This design comes from an exercise in tuning for small area, a short achievable clock period and few clock cycles per item on the open sky130 flow, not from production work. Only simulation tests tie the RTL to the original design; equivalence was not proved.

==> inputs of 03-28 <==
==> flow/design.v <==
module aes_sbox
(
    input  logic [7:0] in_byte,
    output logic [7:0] out_byte
);
    logic U0, U1, U2, U3, U4, U5, U6, U7;
    logic T1, T2, T3, T4, T5, T6, T7, T8, T9, T10, T11, T12, T13, T14;
    logic T15, T16, T17, T18, T19, T20, T21, T22, T23, T24, T25, T26, T27;
    logic M1, M2, M3, M4, M5, M6, M7, M8, M9, M10, M11, M12, M13, M14, M15, M16;
    logic M17, M18, M19, M20, M21, M22, M23, M24, M25, M26, M27, M28, M29, M30;
    logic M31, M32, M33, M34, M35, M36, M37, M38, M39, M40, M41, M42, M43, M44, M45;
    logic M46, M47, M48, M49, M50, M51, M52, M53, M54, M55, M56, M57, M58, M59;
    logic M60, M61, M62, M63;
    logic L0, L1, L2, L3, L4, L5, L6, L7, L8, L9, L10, L11, L12, L13, L14, L15;
    logic L16, L17, L18, L19, L20, L21, L22, L23, L24, L25, L26, L27, L28, L29;
    assign {U0, U1, U2, U3, U4, U5, U6, U7} = in_byte;
    assign T1  = U0 ^ U3;
    assign T2  = U0 ^ U5;
    assign T3  = U0 ^ U6;
    assign T4  = U3 ^ U5;
    assign T5  = U4 ^ U6;
    assign T6  = T1 ^ T5;
    assign T7  = U1 ^ U2;
    assign T8  = U7 ^ T6;
    assign T9  = U7 ^ T7;
    assign T10 = T6 ^ T7;
    assign T11 = U1 ^ U5;
    assign T12 = U2 ^ U5;
    assign T13 = T3 ^ T4;
    assign T14 = T6 ^ T11;
    assign T15 = T5 ^ T11;
    assign T16 = T5 ^ T12;
    assign T17 = T9 ^ T16;
    assign T18 = U3 ^ U7;
    assign T19 = T7 ^ T18;
    assign T20 = T1 ^ T19;
    assign T21 = U6 ^ U7;
    assign T22 = T7 ^ T21;
    assign T23 = T2 ^ T22;
    assign T24 = T2 ^ T10;
    assign T25 = T20 ^ T17;
    assign T26 = T3 ^ T16;
    assign T27 = T1 ^ T12;
    assign M1  = T13 & T6;
    assign M2  = T23 & T8;
    assign M3  = T14 ^ M1;
    assign M4  = T19 & U7;
    assign M5  = M4 ^ M1;
    assign M6  = T3 & T16;
    assign M7  = T22 & T9;
    assign M8  = T26 ^ M6;
    assign M9  = T20 & T17;
    assign M10 = M9 ^ M6;
    assign M11 = T1 & T15;
    assign M12 = T4 & T27;
    assign M13 = M12 ^ M11;
    assign M14 = T2 & T10;
    assign M15 = M14 ^ M11;
    assign M16 = M3 ^ M2;
    assign M17 = M5 ^ T24;
    assign M18 = M8 ^ M7;
    assign M19 = M10 ^ M15;
    assign M20 = M16 ^ M13;
    assign M21 = M17 ^ M15;
    assign M22 = M18 ^ M13;
    assign M23 = M19 ^ T25;
    assign M24 = M22 ^ M23;
    assign M25 = M22 & M20;
    assign M26 = M21 ^ M25;
    assign M27 = M20 ^ M21;
    assign M28 = M23 ^ M25;
    assign M29 = M28 & M27;
    assign M30 = M26 & M24;
    assign M31 = M20 & M23;
    assign M32 = M27 & M31;
    assign M33 = M27 ^ M25;
    assign M34 = M21 & M22;
    assign M35 = M24 & M34;
    assign M36 = M24 ^ M25;
    assign M37 = M21 ^ M29;
    assign M38 = M32 ^ M33;
    assign M39 = M23 ^ M30;
    assign M40 = M35 ^ M36;
    assign M41 = M38 ^ M40;
    assign M42 = M37 ^ M39;
    assign M43 = M37 ^ M38;
    assign M44 = M39 ^ M40;
    assign M45 = M42 ^ M41;
    assign M46 = M44 & T6;
    assign M47 = M40 & T8;
    assign M48 = M39 & U7;
    assign M49 = M43 & T16;
    assign M50 = M38 & T9;
    assign M51 = M37 & T17;
    assign M52 = M42 & T15;
    assign M53 = M45 & T27;
    assign M54 = M41 & T10;
    assign M55 = M44 & T13;
    assign M56 = M40 & T23;
    assign M57 = M39 & T19;
    assign M58 = M43 & T3;
    assign M59 = M38 & T22;
    assign M60 = M37 & T20;
    assign M61 = M42 & T1;
    assign M62 = M45 & T4;
    assign M63 = M41 & T2;
    assign L0  = M61 ^ M62;
    assign L1  = M50 ^ M56;
    assign L2  = M46 ^ M48;
    assign L3  = M47 ^ M55;
    assign L4  = M54 ^ M58;
    assign L5  = M49 ^ M61;
    assign L6  = M62 ^ L5;
    assign L7  = M46 ^ L3;
    assign L8  = M51 ^ M59;
    assign L9  = M52 ^ M53;
    assign L10 = M53 ^ L4;
    assign L11 = M60 ^ L2;
    assign L12 = M48 ^ M51;
    assign L13 = M50 ^ L0;
    assign L14 = M52 ^ M61;
    assign L15 = M55 ^ L1;
    assign L16 = M56 ^ L0;
    assign L17 = M57 ^ L1;
    assign L18 = M58 ^ L8;
    assign L19 = M63 ^ L4;
    assign L20 = L0 ^ L1;
    assign L21 = L1 ^ L7;
    assign L22 = L3 ^ L12;
    assign L23 = L18 ^ L2;
    assign L24 = L15 ^ L9;
    assign L25 = L6 ^ L10;
    assign L26 = L7 ^ L9;
    assign L27 = L8 ^ L10;
    assign L28 = L11 ^ L14;
    assign L29 = L11 ^ L17;
    assign out_byte[7] = L6 ^ L24;
    assign out_byte[6] = ~(L16 ^ L26);
    assign out_byte[5] = ~(L19 ^ L28);
    assign out_byte[4] = L6 ^ L21;
    assign out_byte[3] = L20 ^ L22;
    assign out_byte[2] = L25 ^ L29;
    assign out_byte[1] = ~(L13 ^ L27);
    assign out_byte[0] = ~(L6 ^ L23);
endmodule
module aes_mix_columns
(
    input  logic [127:0] in_block,
    input  logic         enable,
    output logic [127:0] delta
);
    function automatic logic [7:0] gf_xtime(input logic [7:0] a);
        gf_xtime = {a[6:0], 1'b0} ^ (a[7] ? 8'h1b : 8'h00);
    endfunction
    always_comb
    begin
        for (int c = 0; c < 4; c++)
        begin
            logic [7:0] a0, a1, a2, a3;
            logic [7:0] s01, s12, s23, s30, t;
            a0  = in_block[127 - 32*c      -: 8];
            a1  = in_block[127 - 32*c - 8  -: 8];
            a2  = in_block[127 - 32*c - 16 -: 8];
            a3  = in_block[127 - 32*c - 24 -: 8];
            s01 = a0 ^ a1;
            s12 = a1 ^ a2;
            s23 = a2 ^ a3;
            s30 = a3 ^ a0;
            t   = s01 ^ s23;
            delta[127 - 32*c      -: 8] = (t ^ gf_xtime(s01)) & {8{enable}};
            delta[127 - 32*c - 8  -: 8] = (t ^ gf_xtime(s12)) & {8{enable}};
            delta[127 - 32*c - 16 -: 8] = (t ^ gf_xtime(s23)) & {8{enable}};
            delta[127 - 32*c - 24 -: 8] = (t ^ gf_xtime(s30)) & {8{enable}};
        end
    end
endmodule
module aes_round_datapath
(
    input  logic         clk,
    input  logic         op_load,
    input  logic         op_mix,
    input  logic [127:0] plain_text,
    input  logic [127:0] round_key,
    output logic [127:0] state
);
    logic [127:0] sub_block;
    logic [127:0] shifted;
    logic [127:0] delta;
    for (genvar i = 0; i < 16; i++)
    begin : g_sbox
        aes_sbox sbox_i (
            .in_byte  (state[127 - 8*i -: 8]),
            .out_byte (sub_block[127 - 8*i -: 8])
        );
    end
    always_comb
    begin
        for (int c = 0; c < 4; c++)
        begin
            for (int r = 0; r < 4; r++)
            begin
                shifted[127 - 8*(4*c + r) -: 8] = sub_block[127 - 8*(4*((c + r) % 4) + r) -: 8];
            end
        end
    end
    aes_mix_columns mix_columns_i (
        .in_block  (shifted),
        .enable    (op_mix),
        .delta     (delta)
    );
    always_ff @(posedge clk)
    begin
        state <= (op_load ? plain_text : shifted) ^ delta ^ round_key;
    end
endmodule
module aes_round_ctrl
(
    input  logic       clk,
    input  logic       reset_n,
    input  logic       start,
    output logic       op_load,
    output logic       op_mix,
    output logic [3:0] round_num,
    output logic       valid
);
    logic [3:0] count;
    logic       done;
    always_ff @(posedge clk or negedge reset_n)
    begin
        if (!reset_n)
        begin
            count <= 4'd0;
            done  <= 1'b0;
        end
        else
        begin
            done <= (count == 4'd10);
            if (count == 4'd0)
            begin
                count <= (start && !done) ? 4'd1 : 4'd0;
            end
            else if (count == 4'd10)
            begin
                count <= 4'd0;
            end
            else
            begin
                count <= count + 4'd1;
            end
        end
    end
    assign op_load   = (count == 4'd0);
    assign op_mix    = (count != 4'd0) && (count != 4'd10);
    assign round_num = count;
    assign valid     = done;
endmodule
module aes_cipher_core
(
    input  logic         clk,
    input  logic         reset_n,
    input  logic         start,
    input  logic [127:0] plain_text,
    input  logic [127:0] round_key,
    output logic [3:0]   round_num,
    output logic         valid,
    output logic [127:0] cipher_text
);
    logic op_load;
    logic op_mix;
    aes_round_ctrl round_ctrl_i (
        .clk       (clk),
        .reset_n   (reset_n),
        .start     (start),
        .op_load   (op_load),
        .op_mix    (op_mix),
        .round_num (round_num),
        .valid     (valid)
    );
    aes_round_datapath round_datapath_i (
        .clk        (clk),
        .op_load    (op_load),
        .op_mix     (op_mix),
        .plain_text (plain_text),
        .round_key  (round_key),
        .state      (cipher_text)
    );
endmodule
==> flow/flow/run.sh <==
#!/bin/bash
# Own layout flow: the standard flow (standard.sh), with two changes to how
# the layout is made:
#  * the final ABC mapping in synthesis uses an area-oriented script instead of
#    ORFS's (which maps this XOR-heavy design to nearly twice the area); every
#    step before it, and so every register and its name, is the standard one;
#  * the port buffers that global placement inserts are buf_1 cells.
# Each tool's output is written to a log of its own in the work folder.
set -euo pipefail
W=$PWD
ABC_SCRIPT=$(cat "$W/flow/abc.script")

cat > "$W/own_synth.tcl" <<EOT
proc abc {args} {
  set i [lsearch -exact \$args -script]
  if {\$i >= 0} { lset args [expr {\$i + 1}] {$ABC_SCRIPT} }
  yosys abc {*}\$args
}
source $W/synth_recipe.tcl
EOT

EXTRA=()
if [[ -f "$W/flow/make.args" ]]; then
  while IFS= read -r line; do
    [[ -n "$line" ]] && EXTRA+=("$line")
  done < "$W/flow/make.args"
fi

bash "$W/standard.sh" "SYNTH_SCRIPT=$W/own_synth.tcl" \
  "BUFFER_PORTS_ARGS=-buffer_cell sky130_fd_sc_hd__buf_1" \
  "${EXTRA[@]}" finish > "$W/flow_make.log" 2>&1
==> flow/flow/abc.script <==
+strash;dc2;&get,-n;&dch,-f;&nf,-R,1000;&put;
==> flow/flow/make.args <==
SETUP_SLACK_MARGIN=17.5
==> flow/standard.sh <==
#!/bin/bash
# synth_recipe.tcl (not shown) runs the flow's synth.tcl, then flattens the netlist and writes it again
# the make line also repeats each setting of config.mk as NAME=value (left out here)
make -C /OpenROAD-flow-scripts/flow DESIGN_CONFIG=/design/flow/config.mk WORK_HOME=/design/flow/orfs CLKGATE_MAP_FILE= SYNTH_SCRIPT=/design/flow/synth_recipe.tcl "${@:-finish}"
==> flow/config.mk <==
export PLATFORM = sky130hd
export DESIGN_NAME = aes_cipher_core
export DESIGN_NICKNAME = aes_cipher_core
export VERILOG_FILES = /design/flow/design.v
export SDC_FILE = /design/flow/constraint.sdc
export NUM_CORES = 4
export LEC_CHECK = 0
export CAP_MARGIN = 20
export CORE_AREA = 2 2 246.26 246.8
export DIE_AREA = 0 0 248.26 248.8
export SLEW_MARGIN = 20
==> flow/constraint.sdc <==
create_clock -name core_clock -period 24.0 [get_ports {clk}]
set_input_delay 4.8000 -clock core_clock [delete_from_list [all_inputs] [get_ports {clk}]]
set_output_delay 4.8000 -clock core_clock [all_outputs]
set_load 0.01 [all_outputs]
==> 07-12 (differences from 03-28) <==
==> flow/flow/abc.script (replaced) <==
+strash;&get,-n;&dch,-f;&nf,-R,1000;&put;
==> run notes <==
quantity	03-28	07-12
Run status	no timing/DRC/antenna violations	no timing/DRC/antenna violations
HPWL after detailed placement	65,260 microns	62,990 microns
Worst Clk Skew	0.01553 ns	0.009149 ns
Utilization of the core after routing	47.57%	47.83%
Cells after synthesis	3,094	3,033
Reg2Reg Capture Point	round_datapath_i.state[49]$_DFF_P_	round_datapath_i.state[6]$_DFF_P_
Post-DP Area	26,570 sq um	26,490 sq um
Final non-filler cell total	4,293	4,237
Mapped Nets	3,388	3,327
Via count of the first global-routing pass	20,320	20,040
NumNets Final	3,802	3,742
Post-Syn Area	24,080 sq um	23,970 sq um
Crit-path max FO	4	5
Fill cells	5,982	5,967
Number of cells on the worst reg-to-reg path	22	21
Testbench counts of 03-28, summed over its fixed seeds: cycles 2,304, blocks 192.
Testbench counts of 07-12, summed over its fixed seeds: cycles 2,304, blocks 192.

-- port drivers added, routing unchanged --
The flow's constraints put no driver on any port. The routed layouts listed below were extracted and timed again, unchanged, in two steps.
Step 1 (the two cells are an assumption about what drives the block):
set clk [get_ports {clk}]
set_driving_cell -lib_cell sky130_fd_sc_hd__clkbuf_16 $clk
set_driving_cell -lib_cell sky130_fd_sc_hd__buf_2 [delete_from_list [all_inputs] $clk]
Step 2, shift: input delay + t, output delay - t, t = (earliest + latest rising clock arrival at the registers) / 2. This alone moves slack from input paths to output paths.
a / b / c = no drivers / after step 1 / after step 2; a / b = the first two.
| run | t, ns | slack for setup (ns) | hold slack, ns | pins driven straight from the clock port |
|---|---|---|---|---|
| 03-28 | 0.546 | 17.794 / 17.733 / 17.900 | 0.450 / 0.450 / 0.450 | 1 |
| 07-12 | 0.560 | 17.788 / 17.726 / 17.816 | 0.563 / 0.563 / 0.563 | 1 |
After both steps setup and hold are still met in every run listed.
